This is an optimization exercise on Yosys and OpenROAD, whose aim is small area, a short achievable clock period and few clock cycles per item, not a production implementation.
At most, simulation tests tie the RTL to the original design; equivalence was not proved.

==> flow/design.v (excerpt) <==
module ccu_muldiv_seq (
    input  logic        clk,
    input  logic        rst,
    input  logic        start,
    input  logic [7:0]  alu_mode,
    input  logic [31:0] src1,
    input  logic [31:0] src2,
    input  logic        flush,
    output logic        stall,
    output logic        done,
    output logic [31:0] result,
    output logic        ccu_ans_mux_sel,
    output logic [1:0]  state_dbg
);
Size in the first run: ~170 flip-flops, ~110 I/O pins, about 21000 um^2 of cells after synthesis.
Settings: LEC_CHECK=0, CAP_MARGIN=20, CORE_MARGIN=2, CORE_UTILIZATION=50, SLEW_MARGIN=20; clock period 10.5 ns.
standard.sh (not shown) runs the stock make flow with config.mk's settings and CLKGATE_MAP_FILE= SYNTH_SCRIPT=/design/flow/synth_recipe.tcl, a recipe that flattens the netlist after the stock synthesis.
==> flow/flow/run.sh <==
#!/bin/bash
set -euo pipefail
bash standard.sh "BUFFER_PORTS_ARGS=-buffer_cell sky130_fd_sc_hd__buf_2" SETUP_SLACK_MARGIN=5.5 finish > standard_flow.log 2>&1
Testbench counts at the start, summed over its fixed seeds: cycles 20,920, items 3,200.
==> next run, changes <==
==> flow/run.sh (new file) <==
#!/bin/bash
# synth_recipe.tcl (not shown) runs the flow's synth.tcl, then flattens the netlist and writes it again
# the make line also repeats each setting of config.mk as NAME=value (left out here)
make -C /OpenROAD-flow-scripts/flow DESIGN_CONFIG=/design/flow/config.mk WORK_HOME=/design/flow/orfs CLKGATE_MAP_FILE= SYNTH_SCRIPT=/design/flow/synth_recipe.tcl finish
Settings changed: CORE_UTILIZATION 50 to 40, SETUP_SLACK_MARGIN set to 5.
removed: flow/flow/run.sh
removed: flow/standard.sh
=>
- The changed run finished with timing, DRC and antenna clean
- wire length climbs by 1.0%
- global-route usage drops by 7.6 points
- worst hold slack gets better by 6.5 ps
- worst setup slack gets worse by 580 ps
- via count drops by 2.3%
- first-iteration DRC count drops by 28%
- utilization drops by 11 points
==> next run, changes <==
==> flow/flow/run.sh (new file) <==
#!/bin/bash
set -euo pipefail
bash standard.sh "BUFFER_PORTS_ARGS=-buffer_cell sky130_fd_sc_hd__buf_4" SETUP_SLACK_MARGIN=5.5 finish > standard_flow.log 2>&1
==> flow/standard.sh (new file) <==
#!/bin/bash
# synth_recipe.tcl (not shown) runs the flow's synth.tcl, then flattens the netlist and writes it again
# the make line also repeats each setting of config.mk as NAME=value (left out here)
make -C /OpenROAD-flow-scripts/flow DESIGN_CONFIG=/design/flow/config.mk WORK_HOME=/design/flow/orfs CLKGATE_MAP_FILE= SYNTH_SCRIPT=/design/flow/synth_recipe.tcl "${@:-finish}"
Settings changed: CORE_UTILIZATION 40 to 50, SETUP_SLACK_MARGIN 5 to not set.
removed: flow/run.sh
- The changed run passed the timing, DRC and antenna checks
- count of clock-buffer cells in the layout climbs by 6
- design area climbs by 0.44%
- via count climbs by 0.66%
- synthesized area is unchanged
- utilization climbs by 12 points
- global-route usage climbs by 7.0 points

## maple
Another version of the RTL of ccu_muldiv_seq (not shown whole).
Size in the first run: roughly 170 flip-flops, ~0.020 mm2 of cells after synthesis.
export LEC_CHECK = 0
export CAP_MARGIN = 20
export CORE_MARGIN = 2
export CORE_UTILIZATION = 50
export SLEW_MARGIN = 20
create_clock -name core_clock -period 10.5 [get_ports {clk}]
==> flow/flow/run.sh <==
#!/bin/bash
set -euo pipefail
bash standard.sh "BUFFER_PORTS_ARGS=-buffer_cell sky130_fd_sc_hd__buf_4" SETUP_SLACK_MARGIN=5.5 finish > standard_flow.log 2>&1
Edits applied to the flow inputs when going from maple to quartz:
- a change of CORE_UTILIZATION from 50 to 40
==> flow/flow/run.sh <==
#!/bin/bash
set -euo pipefail
bash standard.sh "BUFFER_PORTS_ARGS=-buffer_cell sky130_fd_sc_hd__buf_4" SETUP_SLACK_MARGIN=5.2 finish > standard_flow.log 2>&1
==> comparison <==
Compared with maple, quartz shows aggregate routed wire length that has gone down by a little under 10%.
quartz improves on maple in design area.
Of quartz and maple, maple shows the higher data arrival time of the critical path, with quartz below it.
Setup slack in quartz is larger than in maple.
[compare] base=maple new=quartz: row count +12%; sequential share of cell area +0.94 points; post-synthesis simple-gate area fraction ~0 delta.
Between quartz and maple, cell count after placement is lower for maple, quartz comes in above that.
Function was not checked in any run of this note: the RTL went through the layout flow alone.

## what the ideal ports hide
How much do the figures lean on ideal ports? The routed layouts below were timed once more, with nothing changed but the port constraints. Step 1 (the two cells are an assumption about what drives the block):
set clk [get_ports {clk}]
set_driving_cell -lib_cell sky130_fd_sc_hd__clkbuf_16 $clk
set_driving_cell -lib_cell sky130_fd_sc_hd__buf_2 [delete_from_list [all_inputs] $clk]
Step 2 moves the port delays by t, midway between the first and last clock arrival at a register: inputs arrive t later, outputs are due t later. That takes back most of the time a late clock gives input paths. Three values: no drivers, after step 1, after step 2; two values: the first two.
| run | shift t [ns] | setup slack, ns | latest minus earliest clock arrival (ns) | slew at the worst register clock pin (ns) |
|---|---|---|---|---|
| the first run of note 1 | 0.556 | 5.403 / 5.415 / 4.866 | 0.016 / 0.017 | 0.08 / 0.08 |
| the second run of note 1 | 0.560 | 4.825 / 4.859 / 4.299 | 0.014 / 0.014 | 0.08 / 0.08 |
| the third run of note 1 | 0.552 | 5.439 / 5.428 / 4.907 | 0.013 / 0.013 | 0.08 / 0.08 |
| maple | 0.559 | 4.786 / 4.724 / 4.975 | 0.014 / 0.015 | 0.08 / 0.08 |
| quartz | 0.526 | 5.023 / 4.966 / 4.690 | 0.017 / 0.017 | 0.08 / 0.08 |
After both steps every run listed still meets setup and hold. For the first run of note 1, which loses most, drivers alone change the setup slack by +0.012 ns; drivers and shift together by -0.537 ns.
